What follows belongs to an exercise in optimizing a design on an open flow for a short achievable clock period and few clock cycles; a production flow would make more cautious choices. RTL that was checked went through simulation tests only; none was proved equivalent to the original. Only the layout flow was run in runs 1 to 3 and 5; the RTL was not checked for function there. Power is estimated from default activity; no workload was simulated.

===== design/flow/config.mk =====
export PLATFORM = sky130hd
export DESIGN_NAME = pipe_cpu
export DESIGN_NICKNAME = pipe_cpu
export VERILOG_FILES = /design/flow/design.v
export SDC_FILE = /design/flow/constraint.sdc
export NUM_CORES = 4
export LEC_CHECK = 0
export ABC_CLOCK_PERIOD_IN_PS = 2500
export CAP_MARGIN = 20
export CORE_MARGIN = 2
export CORE_UTILIZATION = 40
export SETUP_SLACK_MARGIN = 5
export SLEW_MARGIN = 20

===== design/flow/design.v =====
package cpu_pkg;
    localparam int XLEN  = 32;
    localparam int REG_W = 5;
    typedef logic [XLEN-1:0]  word_t;
    typedef logic [REG_W-1:0] reg_id_t;
    localparam word_t RESET_PC = '0;
    localparam logic [5:0] OP_RTYPE = 6'b000000;
    localparam logic [5:0] OP_ADDI  = 6'b001000;
    localparam logic [5:0] OP_LW    = 6'b100011;
    localparam logic [5:0] OP_SW    = 6'b101011;
    localparam logic [5:0] OP_BEQ   = 6'b000100;
    localparam logic [5:0] FUNC_ADD = 6'b100000;
    localparam logic [5:0] FUNC_SUB = 6'b100010;
    localparam logic [5:0] FUNC_AND = 6'b100100;
    localparam logic [5:0] FUNC_OR  = 6'b100101;
    localparam logic [5:0] FUNC_SLT = 6'b101010;
    typedef enum logic [2:0] {
        ALU_ADD,
        ALU_SUB,
        ALU_AND,
        ALU_OR,
        ALU_SLT
    } alu_op_t;
    typedef struct packed {
        logic regwrite;
        logic memread;
        logic memwrite;
        logic memtoreg;
        logic branch;
    } ctrl_t;
    typedef struct packed {
        word_t next_pc;
        word_t instr;
    } if_id_t;
    typedef struct packed {
        ctrl_t   ctrl;
        alu_op_t alu_op;
        logic    alusrc;
        logic    regdst;
        word_t   next_pc;
        word_t   rdata_a;
        word_t   rdata_b;
        word_t   imm;
        reg_id_t rs;
        reg_id_t rt;
        reg_id_t rd;
    } id_ex_t;
    typedef struct packed {
        ctrl_t   ctrl;
        word_t   result;
        logic    zero;
        word_t   store_data;
        word_t   target;
        reg_id_t wa;
    } ex_mem_t;
endpackage
`timescale 1ns/1ps
module pipe_cpu (
    input  logic        clk,
    input  logic        rst,
    output logic [31:0] imem_addr,
    input  logic [31:0] imem_rdata,
    output logic [31:0] dmem_addr,
    output logic [31:0] dmem_wdata,
    output logic        dmem_read,
    output logic        dmem_write,
    input  logic [31:0] dmem_rdata,
    output logic [4:0]  reg_wa,
    output logic [31:0] reg_wdata,
    output logic        regwrite
);
    logic rst_q;
    always_ff @(posedge clk)
        rst_q <= rst;
    logic [9:0]  pc;
    logic        fe_wen;
    logic        fe_memread;
    logic        fe_memwrite;
    logic        fe_cbr;
    logic        fe_sel_add;
    logic        fe_sel_sub;
    logic        fe_sel_and;
    logic        fe_sel_or;
    logic        fe_sel_slt;
    logic [31:0] fe_a;
    logic [31:0] fe_b;
    logic [31:0] fe_sd;
    logic [9:0]  fe_target;
    logic [4:0]  fe_wa;
    logic        fe_fa_m;
    logic        fe_fa_w;
    logic        fe_fb_m;
    logic        fe_fb_w;
    logic        fe_fs_m;
    logic        fe_fs_w;
    logic        fe_fs_ld;
    logic        em_wen;
    logic        em_memread;
    logic        em_memwrite;
    logic [31:0] em_result;
    logic [31:0] em_sd;
    logic [4:0]  em_wa;
    logic        mw_wen;
    logic [4:0]  mw_wa;
    logic [31:0] mw_data;
    logic [31:0] regs [32];
    assign imem_addr = {20'd0, pc, 2'b00};
    logic [31:0] w;
    logic [5:0]  op;
    logic [5:0]  funct;
    logic [4:0]  rs;
    logic [4:0]  rt;
    logic [4:0]  rd;
    logic [31:0] imm;
    logic        is_add;
    logic        is_sub;
    logic        is_and;
    logic        is_or;
    logic        is_slt;
    logic        is_alu;
    logic        is_addi;
    logic        is_lw;
    logic        is_sw;
    logic        is_beq;
    logic        is_ubr;
    logic        is_cbr;
    logic        off_nz;
    logic        uses_rs;
    logic        uses_rt;
    logic        alusrc;
    logic [4:0]  dest;
    logic        wen;
    logic [9:0]  f_target;
    logic        stall;
    logic [31:0] a_rf;
    logic [31:0] b_rf;
    assign w     = imem_rdata;
    assign op    = w[31:26];
    assign rs    = w[25:21];
    assign rt    = w[20:16];
    assign rd    = w[15:11];
    assign funct = w[5:0];
    assign imm   = {{16{w[15]}}, w[15:0]};
    assign is_add  = op == 6'h00 && funct == 6'h20;
    assign is_sub  = op == 6'h00 && funct == 6'h22;
    assign is_and  = op == 6'h00 && funct == 6'h24;
    assign is_or   = op == 6'h00 && funct == 6'h25;
    assign is_slt  = op == 6'h00 && funct == 6'h2a;
    assign is_alu  = is_add || is_sub || is_and || is_or || is_slt;
    assign is_addi = op == 6'h08;
    assign is_lw   = op == 6'h23;
    assign is_sw   = op == 6'h2b;
    assign is_beq  = op == 6'h04;
    assign off_nz  = w[9:0] != 10'd0;
    assign is_ubr  = is_beq && rs == rt && off_nz;
    assign is_cbr  = is_beq && rs != rt && off_nz;
    assign alusrc  = is_addi || is_lw || is_sw;
    assign uses_rs = is_alu || is_addi || is_lw || is_sw || is_cbr;
    assign uses_rt = is_alu || is_cbr;
    assign dest = is_alu ? rd : rt;
    assign wen  = (is_alu || is_addi || is_lw) && dest != 5'd0;
    assign f_target = pc + 10'd1 + w[9:0];
    assign stall = fe_memread && fe_wen &&
                   ((uses_rs && fe_wa == rs) || (uses_rt && fe_wa == rt));
    always_comb
    begin
        if (rs == 5'd0)
            a_rf = '0;
        else if (mw_wen && mw_wa == rs)
            a_rf = mw_data;
        else
            a_rf = regs[rs];
        if (rt == 5'd0)
            b_rf = '0;
        else if (mw_wen && mw_wa == rt)
            b_rf = mw_data;
        else
            b_rf = regs[rt];
    end
    logic [31:0] opa;
    logic [31:0] opb;
    logic [31:0] sum;
    logic [31:0] diff;
    logic        slt;
    logic [31:0] result;
    logic        e_taken;
    logic [31:0] sd;
    assign opa = fe_fa_m ? em_result : fe_fa_w ? mw_data : fe_a;
    assign opb = fe_fb_m ? em_result : fe_fb_w ? mw_data : fe_b;
    logic [31:0] pa_g [6];
    logic [31:0] pa_p [6];
    logic [31:0] ps_g [6];
    logic [31:0] ps_p [6];
    always_comb
    begin
        pa_g[0] = opa & opb;
        pa_p[0] = opa ^ opb;
        ps_g[0] = opa & ~opb;
        ps_p[0] = ~(opa ^ opb);
        ps_g[0][0] = opa[0] | ~opb[0];
        for (int l = 0; l < 5; l++)
        begin
            for (int i = 0; i < 32; i++)
            begin
                if (i >= (1 << l))
                begin
                    pa_g[l+1][i] = pa_g[l][i] | (pa_p[l][i] & pa_g[l][i - (1 << l)]);
                    pa_p[l+1][i] = pa_p[l][i] & pa_p[l][i - (1 << l)];
                    ps_g[l+1][i] = ps_g[l][i] | (ps_p[l][i] & ps_g[l][i - (1 << l)]);
                    ps_p[l+1][i] = ps_p[l][i] & ps_p[l][i - (1 << l)];
                end
                else
                begin
                    pa_g[l+1][i] = pa_g[l][i];
                    pa_p[l+1][i] = pa_p[l][i];
                    ps_g[l+1][i] = ps_g[l][i];
                    ps_p[l+1][i] = ps_p[l][i];
                end
            end
        end
        sum  = pa_p[0] ^ {pa_g[5][30:0], 1'b0};
        diff = ps_p[0] ^ {ps_g[5][30:0], 1'b1};
    end
    assign slt  = (opa[31] != opb[31]) ? opa[31] : diff[31];
    assign result = ({32{fe_sel_add}} & sum) |
                    ({32{fe_sel_sub}} & diff) |
                    ({32{fe_sel_and}} & (opa & opb)) |
                    ({32{fe_sel_or}}  & (opa | opb)) |
                    {31'd0, fe_sel_slt & slt};
    assign e_taken = fe_cbr && opa == opb;
    assign sd = fe_fs_ld ? dmem_rdata :
                fe_fs_m  ? em_result  :
                fe_fs_w  ? mw_data    : fe_sd;
    always_ff @(posedge clk)
    begin
        if (rst_q)
            pc <= '0;
        else if (e_taken)
            pc <= fe_target;
        else if (stall)
            pc <= pc;
        else if (is_ubr)
            pc <= f_target;
        else
            pc <= pc + 10'd1;
    end
    logic f_go;
    assign f_go = !stall && !e_taken;
    always_ff @(posedge clk)
    begin
        if (rst_q || !f_go)
        begin
            fe_wen      <= 1'b0;
            fe_memread  <= 1'b0;
            fe_memwrite <= 1'b0;
            fe_cbr      <= 1'b0;
        end
        else
        begin
            fe_wen      <= wen;
            fe_memread  <= is_lw;
            fe_memwrite <= is_sw;
            fe_cbr      <= is_cbr;
        end
    end
    always_ff @(posedge clk)
    begin
        fe_sel_add <= alusrc || is_add;
        fe_sel_sub <= is_sub;
        fe_sel_and <= is_and;
        fe_sel_or  <= is_or;
        fe_sel_slt <= is_slt;
        fe_a       <= a_rf;
        fe_b       <= alusrc ? imm : b_rf;
        fe_sd      <= b_rf;
        fe_target  <= f_target;
        fe_wa      <= dest;
        fe_fa_m    <= fe_wen && fe_wa == rs;
        fe_fa_w    <= em_wen && em_wa == rs;
        fe_fb_m    <= !alusrc && fe_wen && fe_wa == rt;
        fe_fb_w    <= !alusrc && em_wen && em_wa == rt;
        fe_fs_ld   <= fe_wen && fe_memread && fe_wa == rt;
        fe_fs_m    <= fe_wen && !fe_memread && fe_wa == rt;
        fe_fs_w    <= em_wen && em_wa == rt;
    end
    always_ff @(posedge clk)
    begin
        if (rst || rst_q)
        begin
            em_wen      <= 1'b0;
            em_memread  <= 1'b0;
            em_memwrite <= 1'b0;
        end
        else
        begin
            em_wen      <= fe_wen;
            em_memread  <= fe_memread;
            em_memwrite <= fe_memwrite;
        end
    end
    always_ff @(posedge clk)
    begin
        em_result <= result;
        em_sd     <= sd;
        em_wa     <= fe_wa;
    end
    assign dmem_addr  = em_result;
    assign dmem_wdata = em_sd;
    assign dmem_read  = em_memread;
    assign dmem_write = em_memwrite;
    always_ff @(posedge clk)
    begin
        if (rst || rst_q)
            mw_wen <= 1'b0;
        else
            mw_wen <= em_wen;
    end
    always_ff @(posedge clk)
    begin
        mw_wa   <= em_wa;
        mw_data <= em_memread ? dmem_rdata : em_result;
    end
    assign reg_wa    = mw_wa;
    assign reg_wdata = mw_data;
    assign regwrite  = mw_wen;
    always_ff @(posedge clk)
    begin
        if (rst_q)
        begin
            for (int i = 0; i < 32; i++)
                regs[i] <= '0;
        end
        else if (mw_wen)
        begin
            regs[mw_wa] <= mw_data;
        end
    end
endmodule

===== design/flow/run.sh =====
#!/bin/bash
# synth_recipe.tcl (not shown) runs the flow's synth.tcl, then flattens the netlist and writes it again
# the make line also repeats each setting of config.mk as NAME=value (left out here)
make -C /OpenROAD-flow-scripts/flow DESIGN_CONFIG=/design/flow/config.mk WORK_HOME=/design/flow/orfs CLKGATE_MAP_FILE= SYNTH_SCRIPT=/design/flow/synth_recipe.tcl finish

===== design/flow/constraint.sdc =====
create_clock -name core_clock -period 8.0 [get_ports {clk}]
set_input_delay 1.6000 -clock core_clock [delete_from_list [all_inputs] [get_ports {clk}]]
set_output_delay 1.6000 -clock core_clock [all_outputs]
set_load 0.01 [all_outputs]

==> impl_metrics.py, run 1 <==
metrics = {
    "synth": {
        "syn-mean-instance-area_um2": 13.0,
        "synth_compound_area_share_pct": 6.48,
        "synth_mux_area_share_pct": 22.3,
        "post_synth_num_cell_types": 76,
        "synth_warnings": 5,
        "netlist_area_mm2": 0.0700,
        "async_reset_ff_share_pct": 0,
        "main_combinational_cell_family_by_area_after_synthesis": "multiplexers",
        "synth_seq_cells": 1272,
        "synth.yosys.seq_area_share_pct": 51.1,
        "synth_flop_type": "sky130_fd_sc_hd__edfxtp_1",
        "yosys.area_share.xor_xnor_pct": 0.726,
        "synth-simple-area-share_pct": 13.6,
        "synth-adder-area-share_pct": 1.95,
        "postSynthCellCount": 5367,
        "number_of_synthesized_flops_with_an_enable_pin": 1024,
    },
    "die": {
        "placeableCoreArea_mm2": 0.174,
        "start_util_pct": 40.2,
        "design.die.area_mm2": 0.178,
        "row_count": 153,
        "die-width_um": 422,
        "io_pins": 202,
        "dieHeight_um": 422,
    },
    "setup_path": {
        "cp_data_arrival_time_ns": 4.25,
        "setup.worst_path.start_class": "flip-flop",
        "end_kind": "flip-flop",
        "critPathRequiredTime_ns": 8.67,
        "path_max_fanout": 8,
        "criticalPathCategory": "reg -> reg",
    },
    "layout": {
        "fillerInstances": 14616,
        "fin_nets": 5870,
        "share_of_post_route_cells_with_drive_strength_above_1_pct": 32.7,
        "ff_latch_area_mm2": 0.0360,
        "finish.utilization_pct": 50.1,
        "area_taken_by_multi_input_logic_gates_mm2": 0.0340,
        "area_delta_synth_final_pct": 24.4,
    },
    "global_route": {
        "via_count_of_the_first_global_routing_pass": 49507,
        "largest_net_degree_at_the_start_of_global_routing": 65,
        "gr-usage-all-layers_pct": 30.9,
        "antenna_found_initial": 18,
        "grt-ovfl-total": 0,
        "grt_first_pass_wirelength_um": 388000,
    },
    "worst_hold_path": {
        "hp-class": "reg -> reg",
    },
    "clock_network": {
        "tritoncts": "built",
        "path_clk_slew_ns": 0.06,
        "num_cts_buffers": 140,
        "ctsLongestPathBuffers": 3,
        "cts_hold_bufs": 0,
        "cts.root.buffer_cell": "sky130_fd_sc_hd__clkbuf_16",
        "clk-insertion-delay-late_ns": 0.81,
        "h-tree-depth": 4,
        "cts_sinks": 1272,
    },
    "detailed_routing": {
        "ant_nets": 0,
        "via_per_inst": 6.35,
        "routed_wl_um": 286000,
        "post-route-drc-count": 0,
        "post_detailed_route_wirelength_per_cell_um": 35.1,
        "routed-via-count": 51668,
        "firstDrtPassIters": 5,
        "initialDrtViolationCount": 8043,
    },
    "placed_design": {
        "detailed_place_hpwl_um": 147000,
        "buffer_ports.inserted": 179,
        "globalplace.congestion": 0.903,
    },
    "sta": {
        "slew_viol_final": 0,
        "final-setup-viol-count": 0,
        "part_of_the_cycle_the_worst_path_needs_pct": 44.8,
        "clock-skew-final_ns": 0.0301,
        "final_critical_period_ns": 3.58,
        "max_freq_mhz": 279,
        "setup_total_negative_slack_ns": 0,
        "worst-slew-pin-transition_ns": 0.915,
        "grt_setup_unrepaired": "yes",
        "maxSlewHeadroom_pct": 39.0,
        "final-hold-violation-count": 0,
    },
    "power": {
        "worst_ir_drop_vdd_v": 0.000181,
        "cellLeakagePower_nw": 32.4,
        "powerDensity_mw_per_mm2": 213,
        "total_power_w": 0.0185,
    },
    "run_status": {
        "status": "complete, no violations",
    },
    "flow_run": {
        "max_cap_violations": 0,
    },
}
==> final timing paths <==
kind         startpoint      endpoint  slack [ns]  depth (start not counted)
max             fe_fb_w  em_result[0]        4.42                         14
min            em_wa[1]      mw_wa[1]        0.38                          0
max reg2reg     fe_fb_w  em_result[0]        4.42                         14
min reg2reg    em_wa[1]      mw_wa[1]        0.38                          0
==> logic make-up (layout without fill, tap and decap cells) <==
group	Yosys count	count (layout)
DFF	1272	1272
and+or+nand+nor	1710	1716
buffers and inverters	670	1083
xor gates and xnor gates	58	58
other	1	30
adders and majority gates	108	108
muxes	880	880
AOI/OAI and AO/OA	668	668
==> layout by cell type (no fill, tap or decap), types with 30 or more instances in the layout <==
cell type,instances
sky130_fd_sc_hd__xnor2_1,31
sky130_fd_sc_hd__nor2_1,189
sky130_fd_sc_hd__buf_4,260
sky130_fd_sc_hd__a21oi_2,32
sky130_fd_sc_hd__o21a_1,61
sky130_fd_sc_hd__mux2i_1,248
sky130_fd_sc_hd__buf_2,51
sky130_fd_sc_hd__inv_1,105
sky130_fd_sc_hd__mux2_2,55
sky130_fd_sc_hd__bufbuf_16,30
sky130_fd_sc_hd__nand2_1,225
sky130_fd_sc_hd__nor2_4,38
sky130_fd_sc_hd__edfxtp_1,1024
sky130_fd_sc_hd__o22ai_1,37
sky130_fd_sc_hd__o21ai_0,63
sky130_fd_sc_hd__ha_1,62
sky130_fd_sc_hd__clkbuf_16,166
sky130_fd_sc_hd__mux4_2,536
sky130_fd_sc_hd__buf_16,53
sky130_fd_sc_hd__buf_6,77
sky130_fd_sc_hd__and2_1,1032
sky130_fd_sc_hd__clkdlybuf4s50_1,49
sky130_fd_sc_hd__ha_4,33
sky130_fd_sc_hd__a21oi_1,129
sky130_fd_sc_hd__dfxtp_4,61
sky130_fd_sc_hd__or2_4,31
sky130_fd_sc_hd__clkbuf_1,34
sky130_fd_sc_hd__buf_12,98
sky130_fd_sc_hd__a211oi_1,49
sky130_fd_sc_hd__dfxtp_1,162
==> critical path, cell delays in order (launching register included) <==
cell and delay [ns]:
sky130_fd_sc_hd__dfxtp_4 0.41, sky130_fd_sc_hd__buf_12 0.14, sky130_fd_sc_hd__bufbuf_16 0.26, sky130_fd_sc_hd__mux2i_1 0.22, sky130_fd_sc_hd__o21a_1 0.25, sky130_fd_sc_hd__ha_4 0.26
sky130_fd_sc_hd__nor4_4 0.31, sky130_fd_sc_hd__buf_4 0.18, sky130_fd_sc_hd__nand4_1 0.14, sky130_fd_sc_hd__o21ai_4 0.33, sky130_fd_sc_hd__a311oi_4 0.18, sky130_fd_sc_hd__buf_4 0.19
sky130_fd_sc_hd__nand2b_4 0.14, sky130_fd_sc_hd__a22oi_2 0.31, sky130_fd_sc_hd__o211ai_1 0.13
==> flip-flops by register name (all words and copies together), names as in the netlist, 5 cells and up <==
signal,cells
fe_wa,5
fe_sd,32
fe_a,32
regs,1024
em_sd,32
em_wa,5
pc,10
em_result,32
mw_data,32
fe_target,10
mw_wa,5
fe_b,32
==> routing by layer <==
| metal | part of all wire, % | track usage [%] | up-vias | wire length (µm) |
|---|---|---|---|---|
| met2 | 45 | 48.3 | 3904 | 129000 |
| met5 | 0.024 | 0 | - | 68 |
| li1 | - | - | 20662 | - |
| met4 | 6.5 | 16.9 | 8 | 18600 |
| met1 | 36 | 39.3 | 26227 | 103000 |
| met3 | 12 | 8.01 | 867 | 34700 |
==> power breakdown <==
part	switching [W]	internal (W)	leakage, nW
clock	0.00280	0.00364	2.17
sequential	0.000294	0.00751	12.7
combinational	0.00239	0.00189	17.5
total	0.00548	0.0130	32.4
==> final cells by class <==
class / count / share of cell area, %
diodes: 8 / 0.0230
multi-input cells: 3452 / 39.0
flip-flops and latches: 1272 / 41.3
inverters: 122 / 0.549
clock inverters: 60 / 0.526
repair buffers: 708 / 10.6
well taps: 2325 / 3.34
clock buffers: 193 / 4.57
==> cell usage after synthesis (all sizes together) (73+ instances only) <==
master / count / area share [%]
mux2i: 277 / 4.0
inv: 117 / 0.63
a211oi: 78 / 0.84
o21ai: 103 / 0.77
ha: 106 / 1.9
nor2: 240 / 1.3
nand2: 234 / 1.3
mux4: 536 / 17
dfxtp: 248 / 7.1
clkbuf: 367 / 2.0
o21a: 73 / 0.78
and2: 1032 / 9.2
buf: 181 / 1.3
edfxtp: 1024 / 44
a21oi: 167 / 1.2
==> per-stage QoR <==
stage / area [µm²] / worst slack [ns] / hold WS (ns) / instances
final: 87100 / 4.42 / 0.384 / 8140
after global routing: 87000 / 4.38 / 0.401 / 8134
after CTS: 84800 / 4.47 / 0.387 / 8017
after detailed placement: 74300 / 2.99 / 0.383 / 7491
after global placement: 74300 / 2.93 / 0.386 / 7491
after floorplan: 71100 / 4.55 / 0.373 / 5388
==> timing repair <==
| action | 4_1_cts | 5_1_grt |
|---|---|---|
| pin swaps | 70 | 74 |
| gates cloned | 64 | 20 |
| gates resized for setup | 1051 | 226 |
| endpoints found under the setup margin | 1188 | 563 |
| setup buffers | 209 | 95 |
==> run 2: changes to the inputs <==
--- a/design/flow/design.v
+++ b/design/flow/design.v
@@ -87,12 +87,6 @@
     logic [31:0] fe_sd;
     logic [9:0]  fe_target;
     logic [4:0]  fe_wa;
-    logic        fe_fa_m;
-    logic        fe_fa_w;
-    logic        fe_fb_m;
-    logic        fe_fb_w;
-    logic        fe_fs_m;
-    logic        fe_fs_w;
     logic        fe_fs_ld;
     logic        em_wen;
     logic        em_memread;
@@ -162,16 +156,22 @@
     assign f_target = pc + 10'd1 + w[9:0];
     assign stall = fe_memread && fe_wen &&
                    ((uses_rs && fe_wa == rs) || (uses_rt && fe_wa == rt));
+    logic [31:0] m_data;
+    assign m_data = em_memread ? dmem_rdata : em_result;
     always_comb
     begin
         if (rs == 5'd0)
             a_rf = '0;
+        else if (em_wen && em_wa == rs)
+            a_rf = m_data;
         else if (mw_wen && mw_wa == rs)
             a_rf = mw_data;
         else
             a_rf = regs[rs];
         if (rt == 5'd0)
             b_rf = '0;
+        else if (em_wen && em_wa == rt)
+            b_rf = m_data;
         else if (mw_wen && mw_wa == rt)
             b_rf = mw_data;
         else
@@ -185,8 +185,8 @@
     logic [31:0] result;
     logic        e_taken;
     logic [31:0] sd;
-    assign opa = fe_fa_m ? em_result : fe_fa_w ? mw_data : fe_a;
-    assign opb = fe_fb_m ? em_result : fe_fb_w ? mw_data : fe_b;
+    assign opa = fe_a;
+    assign opb = fe_b;
     logic [31:0] pa_g [6];
     logic [31:0] pa_p [6];
     logic [31:0] ps_g [6];
@@ -228,9 +228,7 @@
                     ({32{fe_sel_or}}  & (opa | opb)) |
                     {31'd0, fe_sel_slt & slt};
     assign e_taken = fe_cbr && opa == opb;
-    assign sd = fe_fs_ld ? dmem_rdata :
-                fe_fs_m  ? em_result  :
-                fe_fs_w  ? mw_data    : fe_sd;
+    assign sd = fe_fs_ld ? dmem_rdata : fe_sd;
     always_ff @(posedge clk)
     begin
         if (rst_q)
@@ -270,18 +268,12 @@
         fe_sel_and <= is_and;
         fe_sel_or  <= is_or;
         fe_sel_slt <= is_slt;
-        fe_a       <= a_rf;
-        fe_b       <= alusrc ? imm : b_rf;
-        fe_sd      <= b_rf;
+        fe_a       <= (fe_wen && fe_wa == rs) ? result : a_rf;
+        fe_b       <= alusrc ? imm : (fe_wen && fe_wa == rt) ? result : b_rf;
+        fe_sd      <= (fe_wen && fe_wa == rt) ? result : b_rf;
         fe_target  <= f_target;
         fe_wa      <= dest;
-        fe_fa_m    <= fe_wen && fe_wa == rs;
-        fe_fa_w    <= em_wen && em_wa == rs;
-        fe_fb_m    <= !alusrc && fe_wen && fe_wa == rt;
-        fe_fb_w    <= !alusrc && em_wen && em_wa == rt;
         fe_fs_ld   <= fe_wen && fe_memread && fe_wa == rt;
-        fe_fs_m    <= fe_wen && !fe_memread && fe_wa == rt;
-        fe_fs_w    <= em_wen && em_wa == rt;
     end
     always_ff @(posedge clk)
     begin
@@ -318,7 +310,7 @@
     always_ff @(posedge clk)
     begin
         mw_wa   <= em_wa;
-        mw_data <= em_memread ? dmem_rdata : em_result;
+        mw_data <= m_data;
     end
     assign reg_wa    = mw_wa;
     assign reg_wdata = mw_data;
==> run 2 against run 1 <==
Net effect:
- largest cell class unchanged
- critical path depth is 3 lower
- hold slack better by 0.0050 ns
- combinational power grew 17%
- critical endpoint is now fe_b[10]
- via count shrank 0.94%
- power up 4.3%
==> impl_metrics.py, run 2 <==
metrics = {
    "synth": {
        "syn-mean-instance-area_um2": 13.5,
        "synth.yosys.seq_area_share_pct": 51.6,
        "synth.cells.most_frequent": "1,024 x sky130_fd_sc_hd__edfxtp_1, 1,005 x sky130_fd_sc_hd__and2_1, 593 x sky130_fd_sc_hd__mux4_2",
        "synth.most_common_cell": "sky130_fd_sc_hd__edfxtp_1",
        "synth_flop_type": "sky130_fd_sc_hd__edfxtp_1",
        "post-synth-top-area-fraction_pct": 44.6,
        "post_synth_num_cell_types": 92,
        "synth_largest_area_cell": "sky130_fd_sc_hd__edfxtp_1",
        "netlist_area_mm2": 0.0690,
        "synth_warnings": 5,
        "number_of_synthesized_flops_with_an_enable_pin": 1024,
        "async_reset_ff_share_pct": 0,
        "postSynthCellCount": 5102,
        "synth_seq_cells": 1266,
        "post_synth_main_area_contributors": "sky130_fd_sc_hd__edfxtp_1 45%, sky130_fd_sc_hd__mux4_2 19%, sky130_fd_sc_hd__and2_1 9.1%",
    },
    "sta": {
        "setup_total_negative_slack_ns": 0,
        "setup_ws_ns": 4.64,
        "grt_setup_unrepaired": "yes",
        "final_critical_period_ns": 3.36,
        "maxSlewHeadroom_pct": 26.3,
        "max_freq_mhz": 297,
        "clock-skew-final_ns": 0.0294,
        "final-hold-violation-count": 0,
        "final-setup-viol-count": 0,
        "part_of_the_cycle_the_worst_path_needs_pct": 42.0,
        "slew_viol_final": 0,
        "worst-slew-pin-transition_ns": 1.10,
    },
    "placed_design": {
        "globalplace.congestion": 0.978,
        "preCtsSetupSlack_ns": 2.54,
        "place_inst": 7282,
        "detailed_place_hpwl_um": 155000,
        "buffer_ports.inserted": 179,
    },
    "detailed_routing": {
        "via_per_inst": 6.38,
        "initialDrtViolationCount": 7665,
        "routed_wl_um": 286000,
        "post-route-drc-count": 0,
        "routed-via-count": 51184,
        "post_detailed_route_wirelength_per_cell_um": 35.6,
        "firstDrtPassIters": 6,
        "ant_nets": 0,
    },
    "die": {
        "row_count": 152,
        "start_util_pct": 40.2,
        "placeableCoreArea_mm2": 0.172,
        "io_pins": 202,
        "die-width_um": 419,
        "dieHeight_um": 419,
        "design.die.area_mm2": 0.176,
    },
    "power": {
        "powerDensity_mw_per_mm2": 219,
        "worst_ir_drop_vdd_v": 0.000181,
        "cellLeakagePower_nw": 32.9,
        "total_power_w": 0.0193,
    },
    "setup_path": {
        "critPathRequiredTime_ns": 8.69,
        "reg2reg_to": "fe_b[0]",
        "critical-path-top-cell-by-count": "sky130_fd_sc_hd__buf_16",
        "path_max_fanout": 7,
        "ordered_cell_list_for_the_critical_path": "buf_16 -> buf_16 -> buf_16 -> buf_12 -> mux4_2 -> mux4_2 -> mux2i_4 -> a21oi_2 -> a21oi_1 -> o22ai_1 -> mux2_4",
        "criticalPathCategory": "in -> reg",
        "r2r-start": "fe_b[20]",
        "worstSetupStartpoint": "imem_rdata[16]",
        "endpoint": "fe_b[10]",
        "reg2reg_slack_ns": 4.75,
        "critical-path-max-stage-delay_ns": 0.52,
        "setup.worst_path.start_class": "input port",
        "cp_data_arrival_time_ns": 4.05,
        "reg2reg_depth": 12,
        "crit_path_top_delay_cell": "sky130_fd_sc_hd__mux4_2",
        "end_kind": "flip-flop",
    },
    "clock_network": {
        "ctsLongestPathBuffers": 3,
        "tritoncts": "built",
        "h-tree-depth": 4,
        "cts.root.buffer_cell": "sky130_fd_sc_hd__clkbuf_16",
        "path_clk_slew_ns": 0.06,
        "num_cts_buffers": 144,
        "cts_sinks": 1266,
        "clk-insertion-delay-late_ns": 0.82,
    },
    "layout": {
        "most-common-layout-cells": "1,024 x sky130_fd_sc_hd__edfxtp_1, 1,002 x sky130_fd_sc_hd__and2_1, 593 x sky130_fd_sc_hd__mux4_2",
        "fillerInstances": 14354,
        "largest_reg_flops": 1024,
        "final_common_cell": "sky130_fd_sc_hd__edfxtp_1",
        "ff_latch_area_mm2": 0.0358,
        "fin_cells": 8021,
        "area_delta_synth_final_pct": 27.6,
        "fin_nets": 5767,
        "share_of_post_route_cells_with_drive_strength_above_1_pct": 38.7,
        "max_flop_register": "regs",
        "area_taken_by_multi_input_logic_gates_mm2": 0.0339,
    },
    "run_status": {
        "status": "complete, no violations",
    },
    "flow_run": {
        "max_cap_violations": 0,
    },
    "global_route": {
        "grt_first_pass_wirelength_um": 390000,
        "via_count_of_the_first_global_routing_pass": 48902,
        "gr-usage-all-layers_pct": 31.9,
        "largest_net_degree_at_the_start_of_global_routing": 65,
        "grt-ovfl-total": 0,
        "antenna_found_initial": 16,
    },
    "worst_hold_path": {
        "hp-class": "reg -> reg",
    },
}
## run 2: how the worst min path moves through the flow
stage / start / end / slack [ns] / depth (start not counted)
2_1_floorplan: em_wa[0] / mw_wa[0] / 0.37 / 0
3_3_place_gp: em_wa[1] / mw_wa[1] / 0.39 / 0
6_report: em_wa[0] / mw_wa[0] / 0.39 / 0
3_5_place_dp: em_wa[0] / mw_wa[0] / 0.39 / 0
5_1_grt: em_wa[2] / mw_wa[2] / 0.40 / 0
4_1_cts: em_wa[2] / mw_wa[2] / 0.38 / 0
## run 2: report_power, final
group / internal [W] / total, W / switching [W]
Clock: 0.00369 / 0.00656 / 0.00288
Sequential: 0.00749 / 0.00773 / 0.000248
Combinational: 0.00218 / 0.00502 / 0.00284
## run 2: layer usage
metal  vias up  share of wire, %  global-route usage [%]
met4         0               6.4                    17.4
li1      20336                 -                       -
met3       718                11                    6.66
met1     26307                37                    42.7
met2      3823                45                    48.8
met5         -                 0                       0
## run 2: worst max-delay path, delay by kind of cell
family                 cells  cell delay (ns)
multiplexers               4             1.51
buffers and inverters      4             0.58
AO/OA/AOI/OAI              3             0.32
## run 2: area by class of cell
class | instances | share of cell area (%)
inverters | 148 | 0.663
clock inverters | 75 | 0.766
diodes | 8 | 0.0227
well taps | 2310 | 3.28
repair buffers | 808 | 11.7
repair inverters | 1 | 0.00994
clock buffers | 181 | 4.34
multi-input cells | 3224 | 38.5
flip-flops and latches | 1266 | 40.7
## run 2: per-stage QoR
step | util [%] | hold WS (ns) | instance area (µm²)
after floorplan | - | 0.373 | 70000
after global placement | 42.8 | 0.390 | 73300
after detailed placement | 42.8 | 0.388 | 73400
after CTS | 50.0 | 0.376 | 85700
after global routing | 51.3 | 0.402 | 88100
final | 51.3 | 0.390 | 88100
## run 2: cells by family after synthesis
logic type | share of synthesized area [%]
AOI/OAI and AO/OA | 6.37
xor gates and xnor gates | 0.723
adders and majority gates | 1.98
buffers and inverters | 3.84
DFF | 51.6
muxes | 22.4
other | 0.00543
and+or+nand+nor | 13.1
## run 2: timing repair
action                                  in CTS  in global routing
cloned                                      90                  4
hold buffers                                 0                  0
endpoints found under the setup margin     511                281
pin swaps                                  122                140
resized for setup                         1292                290
buffers inserted                           241                140
==> run 3: changes to the inputs <==
==> design/flow/flow/run.sh (new file) <==
#!/bin/bash
# The standard layout, with the ports buffered by buf_4 cells instead of the
# cell buffer_ports picks on its own (a slow delay buffer on the outputs).
set -euo pipefail
bash standard.sh "BUFFER_PORTS_ARGS=-buffer_cell sky130_fd_sc_hd__buf_4" finish > standard.log 2>&1
==> design/flow/standard.sh (new file) <==
#!/bin/bash
# synth_recipe.tcl (not shown) runs the flow's synth.tcl, then flattens the netlist and writes it again
# the make line also repeats each setting of config.mk as NAME=value (left out here)
make -C /OpenROAD-flow-scripts/flow DESIGN_CONFIG=/design/flow/config.mk WORK_HOME=/design/flow/orfs CLKGATE_MAP_FILE= SYNTH_SCRIPT=/design/flow/synth_recipe.tcl "${@:-finish}"
removed: design/flow/run.sh
==> run 3 against run 2 <==
Net effect:
- still clean on timing, DRC and antenna
- clock skew up 0.0046 ns
- routed wire length increased by 0.41%
- synthesized cell count unchanged
- register-to-register slack worse by 0.04 ns
- non-clock buffer count is 49 lower
- first-iteration DRC count rose by 3.0%
- global-route usage down 0.12 points
- die area is the same
- area after synthesis unchanged
- largest cell class unchanged
- highest routed layer is now met5
==> impl_metrics.py, run 3 <==
metrics = {
    "run_status": {
        "status": "complete, no violations",
    },
    "clock_network": {
        "tritoncts": "built",
        "path_clk_slew_ns": 0.07,
        "cts.root.buffer_cell": "sky130_fd_sc_hd__clkbuf_16",
        "h-tree-depth": 4,
        "clk-insertion-delay-late_ns": 0.80,
        "ctsLongestPathBuffers": 3,
        "cts_sinks": 1266,
        "num_cts_buffers": 143,
        "cts_hold_bufs": 0,
    },
    "global_route": {
        "gr-usage-all-layers_pct": 31.8,
        "grt-ovfl-total": 0,
        "antenna_found_initial": 21,
        "via_count_of_the_first_global_routing_pass": 49077,
        "grt_first_pass_wirelength_um": 389000,
        "largest_net_degree_at_the_start_of_global_routing": 65,
    },
    "synth": {
        "synth.yosys.seq_area_share_pct": 51.6,
        "number_of_synthesized_flops_with_an_enable_pin": 1024,
        "synth.cells.most_frequent": "1,024 x sky130_fd_sc_hd__edfxtp_1, 1,005 x sky130_fd_sc_hd__and2_1, 593 x sky130_fd_sc_hd__mux4_2",
        "synth_flop_type": "sky130_fd_sc_hd__edfxtp_1",
        "syn-mean-instance-area_um2": 13.5,
        "postSynthCellCount": 5102,
        "synth.most_common_cell": "sky130_fd_sc_hd__edfxtp_1",
        "async_reset_ff_share_pct": 0,
        "post_synth_num_cell_types": 92,
        "netlist_area_mm2": 0.0690,
        "synth_seq_cells": 1266,
        "post_synth_main_area_contributors": "sky130_fd_sc_hd__edfxtp_1 45%, sky130_fd_sc_hd__mux4_2 19%, sky130_fd_sc_hd__and2_1 9.1%",
        "synth_warnings": 5,
        "synth_largest_area_cell": "sky130_fd_sc_hd__edfxtp_1",
        "post-synth-top-area-fraction_pct": 44.6,
    },
    "layout": {
        "area_delta_synth_final_pct": 27.6,
        "fin_cells": 7984,
        "final_common_cell": "sky130_fd_sc_hd__edfxtp_1",
        "fillerInstances": 14243,
        "most-common-layout-cells": "1,024 x sky130_fd_sc_hd__edfxtp_1, 1,003 x sky130_fd_sc_hd__and2_1, 593 x sky130_fd_sc_hd__mux4_2",
        "fin_nets": 5721,
        "max_flop_register": "regs",
        "share_of_post_route_cells_with_drive_strength_above_1_pct": 39.1,
        "ff_latch_area_mm2": 0.0358,
        "area_taken_by_multi_input_logic_gates_mm2": 0.0340,
        "largest_reg_flops": 1024,
    },
    "setup_path": {
        "reg2reg_slack_ns": 4.71,
        "reg2reg_depth": 13,
        "setup.worst_path.start_class": "input port",
        "ordered_cell_list_for_the_critical_path": "buf_16 -> buf_6 -> buf_8 -> buf_16 -> mux4_2 -> mux4_2 -> nand2_2 -> nand3_2 -> o211ai_1 -> o221ai_2 -> mux2_4",
        "r2r-start": "fe_b[3]",
        "criticalPathCategory": "in -> reg",
        "critPathRequiredTime_ns": 8.68,
        "reg2reg_to": "em_result[25]",
        "critical-path-max-stage-delay_ns": 0.59,
        "endpoint": "fe_b[4]",
        "end_kind": "flip-flop",
        "crit_path_top_delay_cell": "sky130_fd_sc_hd__mux4_2",
        "cp_data_arrival_time_ns": 4.01,
        "worstSetupStartpoint": "imem_rdata[16]",
        "path_max_fanout": 5,
    },
    "detailed_routing": {
        "routed_wl_um": 287000,
        "initialDrtViolationCount": 7893,
        "firstDrtPassIters": 6,
        "ant_nets": 0,
        "post-route-drc-count": 0,
        "post_detailed_route_wirelength_per_cell_um": 35.9,
        "via_per_inst": 6.42,
        "routed-via-count": 51234,
    },
    "die": {
        "io_pins": 202,
        "start_util_pct": 40.2,
        "dieHeight_um": 419,
        "placeableCoreArea_mm2": 0.172,
        "die-width_um": 419,
        "design.die.area_mm2": 0.176,
        "row_count": 152,
    },
    "sta": {
        "clock-skew-final_ns": 0.0341,
        "maxSlewHeadroom_pct": 17.5,
        "final-setup-viol-count": 0,
        "final-hold-violation-count": 0,
        "max_freq_mhz": 301,
        "final_critical_period_ns": 3.32,
        "worst-slew-pin-transition_ns": 1.24,
        "setup_total_negative_slack_ns": 0,
        "grt_setup_unrepaired": "yes",
        "part_of_the_cycle_the_worst_path_needs_pct": 41.5,
        "slew_viol_final": 0,
    },
    "power": {
        "powerDensity_mw_per_mm2": 220,
        "cellLeakagePower_nw": 32.9,
        "worst_ir_drop_vdd_v": 0.000228,
    },
    "worst_hold_path": {
        "hold_depth": 0,
        "hp-class": "reg -> reg",
    },
    "placed_design": {
        "detailed_place_hpwl_um": 153000,
        "globalplace.congestion": 0.932,
        "buffer_ports.inserted": 179,
        "place_inst": 7279,
    },
    "flow_run": {
        "max_cap_violations": 0,
    },
}
-- run 3: cell counts after synthesis --
No cell type changed its count.
-- run 3: kinds of logic after synthesis --
| kind of cell | Yosys count | synth area share (%) |
|---|---|---|
| AOI/OAI and AO/OA | 654 | 6.37 |
| xor gates and xnor gates | 57 | 0.723 |
| adders and majority gates | 108 | 1.98 |
| buffers and inverters | 633 | 3.84 |
| DFF | 1266 | 51.6 |
| muxes | 793 | 22.4 |
| other | 1 | 0.00543 |
| and+or+nand+nor | 1590 | 13.1 |
-- run 3: how the worst min path moves through the flow --
stage              from  endpoint  slack (ns)
5_1_grt        em_wa[1]  mw_wa[1]        0.41
2_1_floorplan  em_wa[0]  mw_wa[0]        0.37
6_report       em_wa[1]  mw_wa[1]        0.41
3_5_place_dp   em_wa[0]  mw_wa[0]        0.39
4_1_cts        em_wa[0]  mw_wa[0]        0.38
3_3_place_gp   em_wa[0]  mw_wa[0]        0.39
-- run 3: metal layers --
layer	global-route usage [%]	part of all wire (%)	vias up
li1	-	-	20270
met1	42.1	37	26329
met2	47.3	44	3822
met3	7.17	12	809
met4	20.1	7.7	4
met5	0	0.0094	-
-- run 3: layout make-up --
| class | instances | area share (%) |
|---|---|---|
| clock inverter | 80 | 0.837 |
| antenna | 7 | 0.0199 |
| timing repair buffer | 759 | 11.4 |
| tap | 2310 | 3.28 |
| inverter | 148 | 0.659 |
| clock buffer | 185 | 4.54 |
| sequential | 1266 | 40.6 |
| multi-input combinational | 3229 | 38.6 |
-- run 3: timing repair --
item,in CTS,in global routing
buffers inserted,204,122
pin swaps,86,150
gates resized for setup,779,305
gates cloned,93,14
endpoints found under the setup margin,682,201
-- run 3: power by group --
part           switching (W)  internal [W]  total (W)
Combinational        0.00278       0.00208    0.00486
Clock                0.00289       0.00384    0.00674
Sequential          0.000256       0.00748    0.00774
-- run 3: per-stage QoR --
stage	instance area (µm²)	worst slack [ns]	util, %	hold WS [ns]	total power [W]
after detailed placement	72900	2.66	42.5	0.386	0.0110
final	88000	4.68	51.3	0.406	0.0193
after floorplan	70000	4.24	-	0.373	0.00974
after global routing	88000	4.65	51.3	0.413	0.0197
after global placement	72800	2.62	42.5	0.386	0.0110
after CTS	85400	4.72	49.8	0.384	0.0189
-- run 3: critical path: cells and delay by family --
family,cells,cell delay (ns)
buffers and inverters,4,0.51
AOI/OAI and AO/OA,2,0.26
muxes,3,1.39
and+or+nand+nor,2,0.21
==> run 4: changes to the inputs <==
--- a/design/flow/design.v
+++ b/design/flow/design.v
@@ -87,6 +87,12 @@
     logic [31:0] fe_sd;
     logic [9:0]  fe_target;
     logic [4:0]  fe_wa;
+    logic        fe_fa_m;
+    logic        fe_fa_w;
+    logic        fe_fb_m;
+    logic        fe_fb_w;
+    logic        fe_fs_m;
+    logic        fe_fs_w;
     logic        fe_fs_ld;
     logic        em_wen;
     logic        em_memread;
@@ -156,22 +162,16 @@
     assign f_target = pc + 10'd1 + w[9:0];
     assign stall = fe_memread && fe_wen &&
                    ((uses_rs && fe_wa == rs) || (uses_rt && fe_wa == rt));
-    logic [31:0] m_data;
-    assign m_data = em_memread ? dmem_rdata : em_result;
     always_comb
     begin
         if (rs == 5'd0)
             a_rf = '0;
-        else if (em_wen && em_wa == rs)
-            a_rf = m_data;
         else if (mw_wen && mw_wa == rs)
             a_rf = mw_data;
         else
             a_rf = regs[rs];
         if (rt == 5'd0)
             b_rf = '0;
-        else if (em_wen && em_wa == rt)
-            b_rf = m_data;
         else if (mw_wen && mw_wa == rt)
             b_rf = mw_data;
         else
@@ -185,42 +185,10 @@
     logic [31:0] result;
     logic        e_taken;
     logic [31:0] sd;
-    assign opa = fe_a;
-    assign opb = fe_b;
-    logic [31:0] pa_g [6];
-    logic [31:0] pa_p [6];
-    logic [31:0] ps_g [6];
-    logic [31:0] ps_p [6];
-    always_comb
-    begin
-        pa_g[0] = opa & opb;
-        pa_p[0] = opa ^ opb;
-        ps_g[0] = opa & ~opb;
-        ps_p[0] = ~(opa ^ opb);
-        ps_g[0][0] = opa[0] | ~opb[0];
-        for (int l = 0; l < 5; l++)
-        begin
-            for (int i = 0; i < 32; i++)
-            begin
-                if (i >= (1 << l))
-                begin
-                    pa_g[l+1][i] = pa_g[l][i] | (pa_p[l][i] & pa_g[l][i - (1 << l)]);
-                    pa_p[l+1][i] = pa_p[l][i] & pa_p[l][i - (1 << l)];
-                    ps_g[l+1][i] = ps_g[l][i] | (ps_p[l][i] & ps_g[l][i - (1 << l)]);
-                    ps_p[l+1][i] = ps_p[l][i] & ps_p[l][i - (1 << l)];
-                end
-                else
-                begin
-                    pa_g[l+1][i] = pa_g[l][i];
-                    pa_p[l+1][i] = pa_p[l][i];
-                    ps_g[l+1][i] = ps_g[l][i];
-                    ps_p[l+1][i] = ps_p[l][i];
-                end
-            end
-        end
-        sum  = pa_p[0] ^ {pa_g[5][30:0], 1'b0};
-        diff = ps_p[0] ^ {ps_g[5][30:0], 1'b1};
-    end
+    assign opa = fe_fa_m ? em_result : fe_fa_w ? mw_data : fe_a;
+    assign opb = fe_fb_m ? em_result : fe_fb_w ? mw_data : fe_b;
+    assign sum  = opa + opb;
+    assign diff = opa - opb;
     assign slt  = (opa[31] != opb[31]) ? opa[31] : diff[31];
     assign result = ({32{fe_sel_add}} & sum) |
                     ({32{fe_sel_sub}} & diff) |
@@ -228,7 +196,9 @@
                     ({32{fe_sel_or}}  & (opa | opb)) |
                     {31'd0, fe_sel_slt & slt};
     assign e_taken = fe_cbr && opa == opb;
-    assign sd = fe_fs_ld ? dmem_rdata : fe_sd;
+    assign sd = fe_fs_ld ? dmem_rdata :
+                fe_fs_m  ? em_result  :
+                fe_fs_w  ? mw_data    : fe_sd;
     always_ff @(posedge clk)
     begin
         if (rst_q)
@@ -268,12 +238,18 @@
         fe_sel_and <= is_and;
         fe_sel_or  <= is_or;
         fe_sel_slt <= is_slt;
-        fe_a       <= (fe_wen && fe_wa == rs) ? result : a_rf;
-        fe_b       <= alusrc ? imm : (fe_wen && fe_wa == rt) ? result : b_rf;
-        fe_sd      <= (fe_wen && fe_wa == rt) ? result : b_rf;
+        fe_a       <= a_rf;
+        fe_b       <= alusrc ? imm : b_rf;
+        fe_sd      <= b_rf;
         fe_target  <= f_target;
         fe_wa      <= dest;
+        fe_fa_m    <= fe_wen && fe_wa == rs;
+        fe_fa_w    <= em_wen && em_wa == rs;
+        fe_fb_m    <= !alusrc && fe_wen && fe_wa == rt;
+        fe_fb_w    <= !alusrc && em_wen && em_wa == rt;
         fe_fs_ld   <= fe_wen && fe_memread && fe_wa == rt;
+        fe_fs_m    <= fe_wen && !fe_memread && fe_wa == rt;
+        fe_fs_w    <= em_wen && em_wa == rt;
     end
     always_ff @(posedge clk)
     begin
@@ -310,7 +286,7 @@
     always_ff @(posedge clk)
     begin
         mw_wa   <= em_wa;
-        mw_data <= m_data;
+        mw_data <= em_memread ? dmem_rdata : em_result;
     end
     assign reg_wa    = mw_wa;
     assign reg_wdata = mw_data;
==> design/flow/run.sh (new file) <==
#!/bin/bash
# synth_recipe.tcl (not shown) runs the flow's synth.tcl, then flattens the netlist and writes it again
# the make line also repeats each setting of config.mk as NAME=value (left out here)
make -C /OpenROAD-flow-scripts/flow DESIGN_CONFIG=/design/flow/config.mk WORK_HOME=/design/flow/orfs CLKGATE_MAP_FILE= SYNTH_SCRIPT=/design/flow/synth_recipe.tcl finish
removed: design/flow/flow/run.sh
removed: design/flow/standard.sh
==> run 4 against run 3 <==
Net effect:
- area after synthesis increased by 1.7%
- first-iteration DRC count decreased by 15%
- design area shrank 1.6%
- die area up 1.7%
- power down 3.2%
- flip-flop and latch count up 6
- critical path type is now reg -> reg
==> impl_metrics.py, run 4 <==
metrics = {
    "placed_design": {
        "buffer_ports.inserted": 179,
        "globalplace.congestion": 0.940,
        "preCtsSetupSlack_ns": 3.08,
        "detailed_place_hpwl_um": 143000,
    },
    "detailed_routing": {
        "routed_wl_um": 271000,
        "post_detailed_route_wirelength_per_cell_um": 34.0,
        "post-route-drc-count": 0,
        "via_per_inst": 6.26,
        "firstDrtPassIters": 6,
        "initialDrtViolationCount": 6732,
        "ant_nets": 0,
        "routed-via-count": 49863,
    },
    "synth": {
        "post-synth-top-area-fraction_pct": 43.8,
        "postSynthCellCount": 5212,
        "main_combinational_cell_family_by_area_after_synthesis": "multiplexers",
        "synth_compound_area_share_pct": 5.56,
        "synth.yosys.seq_area_share_pct": 50.9,
        "synth_seq_cells": 1272,
        "synth-adder-area-share_pct": 2.00,
        "synth_flop_type": "sky130_fd_sc_hd__edfxtp_1",
        "synth.cells.most_frequent": "1,024 x sky130_fd_sc_hd__edfxtp_1, 966 x sky130_fd_sc_hd__and2_1, 628 x sky130_fd_sc_hd__mux4_2",
        "netlist_area_mm2": 0.0702,
        "post_synth_main_area_contributors": "sky130_fd_sc_hd__edfxtp_1 44%, sky130_fd_sc_hd__mux4_2 20%, sky130_fd_sc_hd__and2_1 8.6%",
        "synth_warnings": 1,
        "synth_mux_area_share_pct": 23.5,
        "async_reset_ff_share_pct": 0,
        "syn-mean-instance-area_um2": 13.5,
        "yosys.area_share.xor_xnor_pct": 0.636,
        "synth_largest_area_cell": "sky130_fd_sc_hd__edfxtp_1",
        "number_of_synthesized_flops_with_an_enable_pin": 1024,
        "post_synth_num_cell_types": 94,
        "synth.most_common_cell": "sky130_fd_sc_hd__edfxtp_1",
        "synth-simple-area-share_pct": 13.5,
    },
    "die": {
        "io_pins": 202,
        "design.die.area_mm2": 0.179,
        "dieHeight_um": 423,
        "row_count": 153,
        "start_util_pct": 40.3,
        "placeableCoreArea_mm2": 0.174,
        "die-width_um": 423,
    },
    "flow_run": {
        "max_cap_violations": 0,
    },
    "layout": {
        "fillerInstances": 14612,
        "fin_nets": 5709,
        "share_of_post_route_cells_with_drive_strength_above_1_pct": 35.3,
        "largest_reg_flops": 1024,
        "final_common_cell": "sky130_fd_sc_hd__edfxtp_1",
        "max_flop_register": "regs",
        "most-common-layout-cells": "1,024 x sky130_fd_sc_hd__edfxtp_1, 965 x sky130_fd_sc_hd__and2_1, 628 x sky130_fd_sc_hd__mux4_2",
        "area_delta_synth_final_pct": 23.4,
    },
    "run_status": {
        "status": "complete, no violations",
    },
    "setup_path": {
        "cp_data_arrival_time_ns": 4.39,
        "end_kind": "flip-flop",
        "crit_path_top_delay_cell": "sky130_fd_sc_hd__fa_2",
        "setup.worst_path.start_class": "flip-flop",
        "criticalPathCategory": "reg -> reg",
        "critical-path-max-stage-delay_ns": 0.46,
        "path_max_fanout": 5,
        "critPathRequiredTime_ns": 8.67,
        "ordered_cell_list_for_the_critical_path": "buf_12 -> buf_16 -> mux2i_1 -> o21a_1 -> buf_4 -> buf_6 -> ha_4 -> nor3_4 -> o311ai_4 -> a31oi_4 -> or3_4 -> a21oi_4 -> o2bb2ai_4 -> o21ai_2 -> fa_2 -> a21oi_2 -> o311ai_1",
    },
    "sta": {
        "clock-skew-final_ns": 0.0238,
        "worst-slew-pin-transition_ns": 1.20,
        "max_freq_mhz": 268,
        "final-hold-violation-count": 0,
        "grt_setup_unrepaired": "yes",
        "setup_total_negative_slack_ns": 0,
        "maxSlewHeadroom_pct": 19.8,
        "final_critical_period_ns": 3.73,
        "part_of_the_cycle_the_worst_path_needs_pct": 46.6,
        "final-setup-viol-count": 0,
        "slew_viol_final": 0,
        "setup_ws_ns": 4.27,
    },
    "clock_network": {
        "clk-insertion-delay-late_ns": 0.81,
        "cts.root.buffer_cell": "sky130_fd_sc_hd__clkbuf_16",
        "num_cts_buffers": 138,
        "path_clk_slew_ns": 0.06,
        "h-tree-depth": 4,
        "cts_hold_bufs": 0,
        "cts_sinks": 1272,
        "ctsLongestPathBuffers": 3,
        "tritoncts": "built",
    },
    "global_route": {
        "grt-ovfl-total": 0,
        "grt_first_pass_wirelength_um": 374000,
        "gr-usage-all-layers_pct": 29.4,
        "largest_net_degree_at_the_start_of_global_routing": 65,
        "antenna_found_initial": 9,
        "via_count_of_the_first_global_routing_pass": 48824,
    },
    "power": {
        "cellLeakagePower_nw": 31.7,
        "total_power_w": 0.0187,
        "powerDensity_mw_per_mm2": 216,
        "worst_ir_drop_vdd_v": 0.000155,
    },
    "worst_hold_path": {
        "hp-class": "reg -> reg",
    },
}
[run 4: changes by cell type after synthesis, sizes merged, moves of 39 or more]
cell and change:
and2 -39, clkbuf +45, mux2 -46, mux2i +73, nor2 +74, o21a +47
[run 4: cell families (layout without fill, tap and decap cells)]
kind of cell,count (synthesis),count (layout)
flops,1272,1272
fa+ha+maj,110,110
buf+inv,663,1067
simple gates,1701,1705
compound gates,559,559
xor+xnor,51,51
other cells,1,24
mux,855,855
[run 4: layout make-up]
| type | instances | area (µm²) | share of cell area, % |
|---|---|---|---|
| Multi-Input combinational cell | 3302 | 34200 | 39.5 |
| Antenna cell | 2 | 5.00 | 0.00578 |
| Timing Repair Buffer | 701 | 8850 | 10.2 |
| Clock inverter | 53 | 360 | 0.416 |
| Sequential cell | 1272 | 36000 | 41.5 |
| Tap cell | 2325 | 2910 | 3.36 |
| Clock buffer | 195 | 3880 | 4.48 |
| Inverter | 118 | 445 | 0.514 |
[run 4: path summary, 6_finish.rpt]
kind / startpoint / endpoint / slack, ns / cells past startpoint
setup / recovery: fe_fa_w / em_result[31] / 4.27 / 17
hold / removal: em_wa[1] / mw_wa[1] / 0.40 / 0
setup reg to reg: fe_fa_w / em_result[31] / 4.27 / 17
hold reg to reg: em_wa[1] / mw_wa[1] / 0.40 / 0
[run 4: metrics by stage]
stage	hold slack [ns]	utilization, %	std cells	instance area, µm²
final	0.396	49.7	7968	86600
after detailed placement	0.389	42.6	7338	74300
after global routing	0.398	49.7	7966	86600
after floorplan	0.373	-	5233	71400
after global placement	0.394	42.6	7338	74300
after CTS	0.391	48.8	7898	85100
[run 4: worst max-delay path: cells and delay by family, from the launching register on]
kind | cells | cell delay, ns
AOI/OAI and AO/OA | 8 | 1.43
adders and majority gates | 2 | 0.59
buffers and inverters | 4 | 0.45
DFF | 1 | 0.39
muxes | 1 | 0.22
and+or+nand+nor | 2 | 0.49
[run 4: report_power, final]
group / switching, W / internal, W
Combinational: 0.00262 / 0.00208
Clock: 0.00275 / 0.00345
Sequential: 0.000268 / 0.00753
Total: 0.00564 / 0.0131
[run 4: timing repair]
action / in CTS / in global routing
gates cloned: 72 / 15
setup buffers: 240 / 52
pin swaps: 69 / 86
gates resized for setup: 1121 / 204
setup endpoints to repair: 900 / 511
[run 4: routing by layer]
layer / GRT usage [%] / vias to the layer above / part of all wire [%]
li1: - / 20219 / -
met1: 36.7 / 25604 / 36
met2: 47.6 / 3304 / 47
met3: 6.86 / 734 / 11
met4: 15.5 / 2 / 6.3
met5: 0 / - / 0.0048
Testbench counts of run 4, summed over its fixed seeds: cycles 50,361.
==> run 5: changes to the inputs <==
--- a/design/flow/design.v
+++ b/design/flow/design.v
@@ -87,12 +87,6 @@
     logic [31:0] fe_sd;
     logic [9:0]  fe_target;
     logic [4:0]  fe_wa;
-    logic        fe_fa_m;
-    logic        fe_fa_w;
-    logic        fe_fb_m;
-    logic        fe_fb_w;
-    logic        fe_fs_m;
-    logic        fe_fs_w;
     logic        fe_fs_ld;
     logic        em_wen;
     logic        em_memread;
@@ -132,8 +126,12 @@
     logic        wen;
     logic [9:0]  f_target;
     logic        stall;
-    logic [31:0] a_rf;
-    logic [31:0] b_rf;
+    logic [31:0] a_early;
+    logic [31:0] b_early;
+    logic [31:0] sd_early;
+    logic        a_sel_e;
+    logic        b_sel_e;
+    logic        sd_sel_e;
     assign w     = imem_rdata;
     assign op    = w[31:26];
     assign rs    = w[25:21];
@@ -162,20 +160,53 @@
     assign f_target = pc + 10'd1 + w[9:0];
     assign stall = fe_memread && fe_wen &&
                    ((uses_rs && fe_wa == rs) || (uses_rt && fe_wa == rt));
+    logic [31:0] m_data;
+    logic        a_hit_e;
+    logic        a_hit_m;
+    logic        a_hit_w;
+    logic        b_hit_e;
+    logic        b_hit_m;
+    logic        b_hit_w;
+    assign m_data = em_memread ? dmem_rdata : em_result;
+    assign a_hit_e = fe_wen && fe_wa == rs;
+    assign a_hit_m = em_wen && em_wa == rs;
+    assign a_hit_w = mw_wen && mw_wa == rs;
+    assign b_hit_e = fe_wen && fe_wa == rt;
+    assign b_hit_m = em_wen && em_wa == rt;
+    assign b_hit_w = mw_wen && mw_wa == rt;
+    assign a_sel_e  = a_hit_e;
+    assign b_sel_e  = b_hit_e && !alusrc;
+    assign sd_sel_e = b_hit_e;
+    logic [31:0] a_rd;
+    logic [31:0] b_rd;
+    logic        a_rf_ok;
+    logic        b_rf_ok;
+    logic        sd_rf_ok;
     always_comb
     begin
-        if (rs == 5'd0)
-            a_rf = '0;
-        else if (mw_wen && mw_wa == rs)
-            a_rf = mw_data;
-        else
-            a_rf = regs[rs];
-        if (rt == 5'd0)
-            b_rf = '0;
-        else if (mw_wen && mw_wa == rt)
-            b_rf = mw_data;
-        else
-            b_rf = regs[rt];
+        a_rd = '0;
+        b_rd = '0;
+        for (int i = 1; i < 32; i++)
+        begin
+            a_rd = a_rd | ({32{rs == 5'(i)}} & regs[i]);
+            b_rd = b_rd | ({32{rt == 5'(i)}} & regs[i]);
+        end
+    end
+    assign a_rf_ok  = rs != 5'd0 && !a_hit_e && !a_hit_m && !a_hit_w;
+    assign b_rf_ok  = rt != 5'd0 && !alusrc && !b_hit_e && !b_hit_m && !b_hit_w;
+    assign sd_rf_ok = rt != 5'd0 && !b_hit_e && !b_hit_m && !b_hit_w;
+    always_comb
+    begin
+        a_early  = ({32{a_rf_ok}} & a_rd) |
+                   ({32{!a_hit_e && a_hit_m}} & m_data) |
+                   ({32{!a_hit_e && !a_hit_m && a_hit_w}} & mw_data);
+        b_early  = ({32{b_rf_ok}} & b_rd) |
+                   ({32{alusrc}} & imm) |
+                   ({32{!alusrc && !b_hit_e && b_hit_m}} & m_data) |
+                   ({32{!alusrc && !b_hit_e && !b_hit_m && b_hit_w}} & mw_data);
+        sd_early = ({32{sd_rf_ok}} & b_rd) |
+                   ({32{!b_hit_e && b_hit_m}} & m_data) |
+                   ({32{!b_hit_e && !b_hit_m && b_hit_w}} & mw_data);
     end
     logic [31:0] opa;
     logic [31:0] opb;
@@ -185,10 +216,42 @@
     logic [31:0] result;
     logic        e_taken;
     logic [31:0] sd;
-    assign opa = fe_fa_m ? em_result : fe_fa_w ? mw_data : fe_a;
-    assign opb = fe_fb_m ? em_result : fe_fb_w ? mw_data : fe_b;
-    assign sum  = opa + opb;
-    assign diff = opa - opb;
+    assign opa = fe_a;
+    assign opb = fe_b;
+    logic [31:0] pa_g [6];
+    logic [31:0] pa_p [6];
+    logic [31:0] ps_g [6];
+    logic [31:0] ps_p [6];
+    always_comb
+    begin
+        pa_g[0] = opa & opb;
+        pa_p[0] = opa ^ opb;
+        ps_g[0] = opa & ~opb;
+        ps_p[0] = ~(opa ^ opb);
+        ps_g[0][0] = opa[0] | ~opb[0];
+        for (int l = 0; l < 5; l++)
+        begin
+            for (int i = 0; i < 32; i++)
+            begin
+                if (i >= (1 << l))
+                begin
+                    pa_g[l+1][i] = pa_g[l][i] | (pa_p[l][i] & pa_g[l][i - (1 << l)]);
+                    pa_p[l+1][i] = pa_p[l][i] & pa_p[l][i - (1 << l)];
+                    ps_g[l+1][i] = ps_g[l][i] | (ps_p[l][i] & ps_g[l][i - (1 << l)]);
+                    ps_p[l+1][i] = ps_p[l][i] & ps_p[l][i - (1 << l)];
+                end
+                else
+                begin
+                    pa_g[l+1][i] = pa_g[l][i];
+                    pa_p[l+1][i] = pa_p[l][i];
+                    ps_g[l+1][i] = ps_g[l][i];
+                    ps_p[l+1][i] = ps_p[l][i];
+                end
+            end
+        end
+        sum  = pa_p[0] ^ {pa_g[5][30:0], 1'b0};
+        diff = ps_p[0] ^ {ps_g[5][30:0], 1'b1};
+    end
     assign slt  = (opa[31] != opb[31]) ? opa[31] : diff[31];
     assign result = ({32{fe_sel_add}} & sum) |
                     ({32{fe_sel_sub}} & diff) |
@@ -196,9 +259,7 @@
                     ({32{fe_sel_or}}  & (opa | opb)) |
                     {31'd0, fe_sel_slt & slt};
     assign e_taken = fe_cbr && opa == opb;
-    assign sd = fe_fs_ld ? dmem_rdata :
-                fe_fs_m  ? em_result  :
-                fe_fs_w  ? mw_data    : fe_sd;
+    assign sd = fe_fs_ld ? dmem_rdata : fe_sd;
     always_ff @(posedge clk)
     begin
         if (rst_q)
@@ -238,18 +299,12 @@
         fe_sel_and <= is_and;
         fe_sel_or  <= is_or;
         fe_sel_slt <= is_slt;
-        fe_a       <= a_rf;
-        fe_b       <= alusrc ? imm : b_rf;
-        fe_sd      <= b_rf;
+        fe_a       <= a_early  | ({32{a_sel_e}}  & result);
+        fe_b       <= b_early  | ({32{b_sel_e}}  & result);
+        fe_sd      <= sd_early | ({32{sd_sel_e}} & result);
         fe_target  <= f_target;
         fe_wa      <= dest;
-        fe_fa_m    <= fe_wen && fe_wa == rs;
-        fe_fa_w    <= em_wen && em_wa == rs;
-        fe_fb_m    <= !alusrc && fe_wen && fe_wa == rt;
-        fe_fb_w    <= !alusrc && em_wen && em_wa == rt;
         fe_fs_ld   <= fe_wen && fe_memread && fe_wa == rt;
-        fe_fs_m    <= fe_wen && !fe_memread && fe_wa == rt;
-        fe_fs_w    <= em_wen && em_wa == rt;
     end
     always_ff @(posedge clk)
     begin
@@ -286,7 +341,7 @@
     always_ff @(posedge clk)
     begin
         mw_wa   <= em_wa;
-        mw_data <= em_memread ? dmem_rdata : em_result;
+        mw_data <= m_data;
     end
     assign reg_wa    = mw_wa;
     assign reg_wdata = mw_data;
--- a/design/flow/config.mk
+++ b/design/flow/config.mk
@@ -8,6 +8,7 @@
 export ABC_CLOCK_PERIOD_IN_PS = 2500
 export CAP_MARGIN = 20
 export CORE_MARGIN = 2
-export CORE_UTILIZATION = 40
+export CORE_UTILIZATION = 65
+export PLACE_DENSITY = 0.75
 export SETUP_SLACK_MARGIN = 5
 export SLEW_MARGIN = 20
==> run 5 against run 4 <==
Net effect:
- the run now fails in global routing (5_1_grt)
- synthesized cell count increased by 6.8%
- area after synthesis decreased by 11%
==> impl_metrics.py, run 5 <==
metrics = {
    "synth": {
        "postSynthCellCount": 5568,
        "synth_flop_type": "sky130_fd_sc_hd__edfxtp_1",
        "async_reset_ff_share_pct": 0,
        "synth.cells.most_frequent": "1,005 x sky130_fd_sc_hd__and2_1, 992 x sky130_fd_sc_hd__edfxtp_1, 620 x sky130_fd_sc_hd__a22oi_1",
        "synth.yosys.seq_area_share_pct": 55.5,
        "synth.most_common_cell": "sky130_fd_sc_hd__and2_1",
        "synth_seq_cells": 1234,
        "post-synth-top-area-fraction_pct": 47.8,
        "number_of_synthesized_flops_with_an_enable_pin": 992,
        "synth_warnings": 5,
        "synth_largest_area_cell": "sky130_fd_sc_hd__edfxtp_1",
        "post_synth_num_cell_types": 94,
        "netlist_area_mm2": 0.0624,
        "post_synth_main_area_contributors": "sky130_fd_sc_hd__edfxtp_1 48%, sky130_fd_sc_hd__and2_1 10%, sky130_fd_sc_hd__dfxtp_1 7.8%",
        "syn-mean-instance-area_um2": 11.2,
    },
    "global_route": {
        "via_count_of_the_first_global_routing_pass": 69292,
        "gr-usage-all-layers_pct": 82.7,
        "largest_net_degree_at_the_start_of_global_routing": 44,
        "grt-ovfl-total": 119,
        "grt_first_pass_wirelength_um": 566000,
    },
    "placed_design": {
        "place_inst": 6711,
        "detailed_place_hpwl_um": 176000,
        "place_area_mm2": 0.0668,
        "globalplace.congestion": 1.04,
        "buffer_ports.inserted": 179,
    },
    "clock_network": {
        "num_cts_buffers": 130,
        "cts_sinks": 1234,
        "cts.root.buffer_cell": "sky130_fd_sc_hd__clkbuf_16",
        "cts_hold_bufs": 0,
        "h-tree-depth": 4,
        "ctsLongestPathBuffers": 3,
    },
    "die": {
        "die-width_um": 314,
        "io_pins": 202,
        "start_util_pct": 65.6,
        "dieHeight_um": 314,
        "row_count": 113,
    },
    "run_status": {
        "firstError": "[ERROR GRT-0116] Global routing finished with congestion. Check the congestion regions in the DRC Viewer.",
        "status": "aborted with a tool error",
        "failed_stage": "global routing (5_1_grt)",
    },
}
-- run 5: cell types whose count changed after synthesis, sizes merged, moves of 47 or more --
| cell | delta |
|---|---|
| a211oi | -47 |
| a221oi | +150 |
| a222oi | +82 |
| a22o | +154 |
| a22oi | +620 |
| mux2i | -167 |
| mux4 | -628 |
| nand2 | +105 |
| nand3 | +112 |
| nor3 | -57 |
| o21a | -49 |
-- run 5: stage by stage --
stage                     power [W]  setup WS [ns]
after floorplan             0.00893           4.34
after detailed placement     0.0100           2.36
after CTS                    0.0168           4.70
after global placement      0.00997           2.34
-- run 5: metal layers --
layer | GRT overflow | GRT usage (%)
met1 | 15 | 84.3
met2 | 46 | 92.1
met3 | 14 | 75.1
met4 | 43 | 77.4
met5 | 1 | 54.9
-- run 5: timing repair --
action	4_1_cts
pin swaps	384
cloned	75
setup buffers	524
setup endpoints to repair	1082
resized for setup	1315
-- run 5: logic make-up after synthesis --
family | share of synthesized area [%]
AO/OA/AOI/OAI | 17.7
XOR/XNOR | 0.983
adder cells (fa/ha/maj) | 2.20
buffers and inverters | 4.18
flip-flops | 55.5
multiplexers | 1.79
other | 0.00601
AND/OR/NAND/NOR | 17.6
-- run 5: worst max path at each step --
stage / startpoint / end / slack, ns / depth (start not counted)
2_1_floorplan: imem_rdata[27] / pc[7] / 4.34 / 11
3_3_place_gp: imem_rdata[17] / fe_b[17] / 2.34 / 8
3_5_place_dp: imem_rdata[18] / fe_b[17] / 2.36 / 8
4_1_cts: imem_rdata[21] / fe_a[11] / 4.70 / 12
-- run 5: power groups by stage --
stage          Sequential [W]  Combinational [W]  Clock [W]
2_1_floorplan         0.00760            0.00133          0
3_3_place_gp          0.00768            0.00229          0
3_5_place_dp          0.00769            0.00231          0
4_1_cts               0.00754            0.00333    0.00594

what the ideal ports hide:
How much do the figures lean on ideal ports? The routed layouts below were timed once more, with nothing changed but the port constraints. Step 1 sets driving cells, clkbuf_16 on the clock port and buf_2 on the other inputs (assumed; they add their load-dependent delay and slew). Step 2 moves the port delays by t, midway between the first and last clock arrival at a register: inputs arrive t later, outputs are due t later. That takes back most of the time a late clock gives input paths. a / b / c = ideal ports / drivers / drivers and shift; a / b = the first two.
| run | shift t [ns] | setup WS [ns] | slew at the worst register clock pin (ns) | worst slew at a driven data input, ns |
|---|---|---|---|---|
| run 1 | 0.881 | 4.420 / 4.420 / 3.673 | 0.07 / 0.07 | 0.38 |
| run 2 | 0.895 | 4.638 / 4.403 / 3.508 | 0.07 / 0.07 | 0.38 |
| run 3 | 0.871 | 4.678 / 4.370 / 3.499 | 0.07 / 0.07 | 0.56 |
| run 4 | 0.887 | 4.274 / 4.274 / 3.829 | 0.07 / 0.07 | 0.35 |
After both steps setup and hold are still met in every run listed. For run 3, which loses most, drivers alone change the setup slack by -0.308 ns; drivers and shift together by -1.179 ns.
